This is an optimization exercise on Yosys and OpenROAD, whose aim is small area, a short achievable clock period and few clock cycles, not a production implementation. In this exercise RTL edits were held to simulation tests only and were not proved equivalent to the original.

branch pepper:
// sorted_set_statistics_top
module sorted_set_statistics_top #(
  parameter int MAX_ITEMS  = 128,
  parameter int VALUE_BITS = 16
) (
  input  logic                                    clk,
  input  logic                                    rst_n,
  input  logic                                    in_valid,
  output logic                                    in_stall,
  input  logic signed [VALUE_BITS-1:0]            in_sample_value,
  input  logic                                    in_set_end,
  output logic                                    out_valid,
  input  logic                                    out_stall,
  output logic [sss_pkg::OUT_COUNT_W-1:0]         out_item_count,
  output logic signed [sss_pkg::OUT_VALUE_W-1:0]  out_smallest,
  output logic signed [sss_pkg::OUT_VALUE_W-1:0]  out_largest,
  output logic signed [sss_pkg::OUT_VALUE_W-1:0]  out_middle_value,
  output logic signed [sss_pkg::OUT_AVG_W-1:0]    out_average_q8,
  output logic                                    out_overflowed
);
Settings: LEC_CHECK=0, CAP_MARGIN=20, CORE_MARGIN=8, CORE_UTILIZATION=50, CTS_CLUSTER_DIAMETER=70, CTS_CLUSTER_SIZE=28, SETUP_SLACK_MARGIN=2.6, SLEW_MARGIN=20; clock period 6.0 ns.
run.sh (not shown) runs the stock make flow with config.mk's settings and CLKGATE_MAP_FILE= SYNTH_SCRIPT=/design/flow/synth_recipe.tcl, a recipe that flattens the netlist after the stock synthesis.
Testbench counts of branch pepper, summed over its fixed seeds: cycles 18,666.
### branch pepper -> branch violet
--- a/flow/design.v
+++ b/flow/design.v
@@ -210,23 +210,21 @@
   logic                         in_stall_r;
   logic                         accept;
   logic [CW-1:0]                acc_cnt, acc_cnt_nxt;    
   logic                         s0_v, s0_keep, s0_end;
   logic signed [VALUE_BITS-1:0] s0_w;
   assign in_stall    = in_stall_r;
   assign accept      = in_valid && !in_stall_r;
   assign acc_cnt_nxt = !accept ? acc_cnt : in_set_end ? '0 : acc_cnt + CW'(!acc_cnt[CW-1]);
   always_ff @(posedge clk) begin
-    if (accept) begin
-      s0_w    <= in_sample_value;
-      s0_end  <= in_set_end;
-      s0_keep <= !acc_cnt[CW-1];
-    end
+    s0_w    <= in_sample_value;
+    s0_end  <= in_set_end;
+    s0_keep <= !acc_cnt[CW-1];
     if (!rst_n) begin
       s0_v    <= 1'b0;
       acc_cnt <= '0;
     end else begin
       s0_v    <= accept;
       acc_cnt <= acc_cnt_nxt;
     end
   end
   logic                         wr, fin;
@@ -410,27 +408,30 @@
       .n(na)
     );
     always_ff @(posedge clk) begin
       pa[g] <= na;
     end
   end
   logic                 div_busy;
   logic [23:0]          div_quo;
   logic [CW-1:0]        h_cnt;
-  logic                 h_byp, byp_r;
+  logic                 h_byp, byp_r, two_r;
   logic                 out_free;
   logic                 ovalid_r;
   assign h_cnt    = q_cnt[ix];
-  assign h_byp    = (h_cnt == CW'(1)) || (h_cnt == CW'(2)) || (h_cnt == CW'(4));
+  assign h_byp    = (h_cnt == CW'(1)) || (h_cnt == CW'(2));
   assign out_free = !ovalid_r || !out_stall;
   assign pop      = (st == ST_DONE) && out_free;
   always_ff @(posedge clk) begin
-    if (init) byp_r <= h_byp;
+    if (init) begin
+      byp_r <= h_byp;
+      two_r <= h_cnt[1];
+    end
     if (init) begin
       ka     <= (CW - 1)'((h_cnt - 1'b1) >> 1);
       kb     <= (CW - 1)'(h_cnt >> 1);
       stage  <= '0;
       ph     <= 2'd3;
       k_pend <= 1'b0;
       fast_a <= 1'b0;
       fast_b <= 1'b0;
     end else if (st == ST_RUN) begin
@@ -472,19 +473,19 @@
         ST_MID:  if (byp_r || !div_busy) st <= ST_DONE;
         ST_DONE: if (pop) st <= !init ? ST_IDLE : h_byp ? ST_BYP : ST_RUN;
         default: st <= ST_IDLE;
       endcase
     end
   end
   sss_div u_div (
     .clk     (clk),
     .rst_n   (rst_n),
-    .start   (init && !h_byp),
+    .start   (init),
     .sum     (q_sum[ix][22:0]),
     .divisor (h_cnt),
     .busy    (div_busy),
     .quotient(div_quo)
   );
   always_ff @(posedge clk) begin
     if (!rst_n) begin
       in_stall_r <= 1'b0;
     end else begin
@@ -497,48 +498,43 @@
   logic signed [sss_pkg::OUT_AVG_W-1:0]   oavg_r;
   logic                                   oovf_r;
   logic signed [VALUE_BITS:0]             mid_sum, mid_half;
   logic signed [VALUE_BITS-1:0]           med_a, med_b;
   logic signed [sss_pkg::OUT_AVG_W-1:0]   avg_r;
   assign med_a    = {~res_a[VALUE_BITS-1], res_a[VALUE_BITS-2:0]};
   assign med_b    = {~res_b[VALUE_BITS-1], res_b[VALUE_BITS-2:0]};
   assign mid_half = (mid_sum + $signed({{VALUE_BITS{1'b0}}, mid_sum[VALUE_BITS]})) >>> 1;
   logic signed [VALUE_BITS:0] bx, bx_s, ms_s;
-  logic signed [VALUE_BITS:0] h_min, h_max, h_sum;
+  logic signed [VALUE_BITS:0] h_min, h_max;
   logic [sss_pkg::OUT_AVG_W-1:0] nquo;
-  logic                          c4, c2;
   assign h_min = (VALUE_BITS + 1)'(q_min[hd]);
   assign h_max = (VALUE_BITS + 1)'(q_max[hd]);
-  assign h_sum = q_sum[hd][VALUE_BITS:0];
-  assign c4    = q_cnt[hd][2];
-  assign c2    = q_cnt[hd][1];
   sss_add #(.W(VALUE_BITS + 1)) u_bx (
-    .a (c4 ? h_sum : h_min),
-    .b (c4 ? ~h_max : c2 ? h_max : h_min),
-    .ci(c4),
+    .a (h_min),
+    .b (two_r ? h_max : h_min),
+    .ci(1'b0),
     .s (bx_s),
     .co()
   );
   sss_add #(.W(VALUE_BITS + 1)) u_ms (
     .a (byp_r ? bx : (VALUE_BITS + 1)'(med_a)),
-    .b (byp_r ? (c4 ? ~h_min : '0) : (VALUE_BITS + 1)'(med_b)),
-    .ci(byp_r && c4),
+    .b (byp_r ? '0 : (VALUE_BITS + 1)'(med_b)),
+    .ci(1'b0),
     .s (ms_s),
     .co()
   );
   sss_add #(.W(sss_pkg::OUT_AVG_W)) u_nq (.a(~div_quo), .b('0), .ci(1'b1), .s(nquo), .co());
   always_ff @(posedge clk) begin
     if (st == ST_BYP) bx <= bx_s;
     if (st == ST_MID) begin
       mid_sum <= ms_s;
       if (!byp_r) avg_r <= q_sum[hd][SW-1] ? nquo : div_quo;   
-      else if (c4) avg_r <= sss_pkg::OUT_AVG_W'(q_sum[hd]) <<< 6;
-      else if (c2) avg_r <= sss_pkg::OUT_AVG_W'(q_sum[hd]) <<< 7;
+      else if (two_r) avg_r <= sss_pkg::OUT_AVG_W'(q_sum[hd]) <<< 7;
       else avg_r <= sss_pkg::OUT_AVG_W'(q_sum[hd]) <<< 8;
     end
   end
   always_ff @(posedge clk) begin
     if (pop) begin
       ocount_r <= sss_pkg::OUT_COUNT_W'(q_cnt[hd]);
       omin_r   <= q_min[hd];
       omax_r   <= q_max[hd];
       omid_r   <= sss_pkg::OUT_VALUE_W'(mid_half);
## What came out
branch violet improves on branch pepper in die outline area.
Between branch pepper and branch violet, the hold slack does not differ in any meaningful way.
Diff branch pepper -> branch violet: final critical path time including I/O delays and setup picked up an extra 0.14 ns, share of the synthesized netlist area taken by xor and xnor gates picked up an extra 0.27 points, synthesized instance count lost 741.
There was hardly any difference in routed wirelength normalized by instance count between branch violet and branch pepper.
Number of antenna violations at the first check in global routing for branch violet is lower than for branch pepper.
Status: number of buffers added on ports parity (branch violet, branch pepper)
Total number of cells along the worst setup path for branch violet: 6 down relative to branch pepper
Taking branch pepper over branch violet, the number of library cell types mapped by synthesis ratio works out to 1.08.
Testbench counts of branch violet, summed over its fixed seeds: cycles 18,819.

## separate check: timing with driven ports
Ports are ideal in the flow. The routed layouts listed here were re-timed in OpenROAD. Step 1 (the two cells are an assumption about what drives the block):
set clk [get_ports {clk}]
set_driving_cell -lib_cell sky130_fd_sc_hd__clkbuf_16 $clk
set_driving_cell -lib_cell sky130_fd_sc_hd__buf_2 [delete_from_list [all_inputs] $clk]
Step 2, shift: input delay + t, output delay - t, t = (earliest + latest rising clock arrival at the registers) / 2. This alone moves slack from input paths to output paths. a / b / c = no drivers / after step 1 / after step 2; a / b = the first two.
run	shift t [ns]	slack for setup (ns)	worst setup path at the end	slew at the worst register clock pin (ns)
branch pepper	0.955	2.238 / 2.238 / 1.707	input to register	0.11 / 0.11
branch violet	0.954	2.098 / 2.098 / 1.916	input to register	0.11 / 0.11
After both steps every run listed still meets setup and hold. For branch pepper, which loses most, drivers alone change the setup slack by 0.000 ns; drivers and shift together by -0.531 ns.
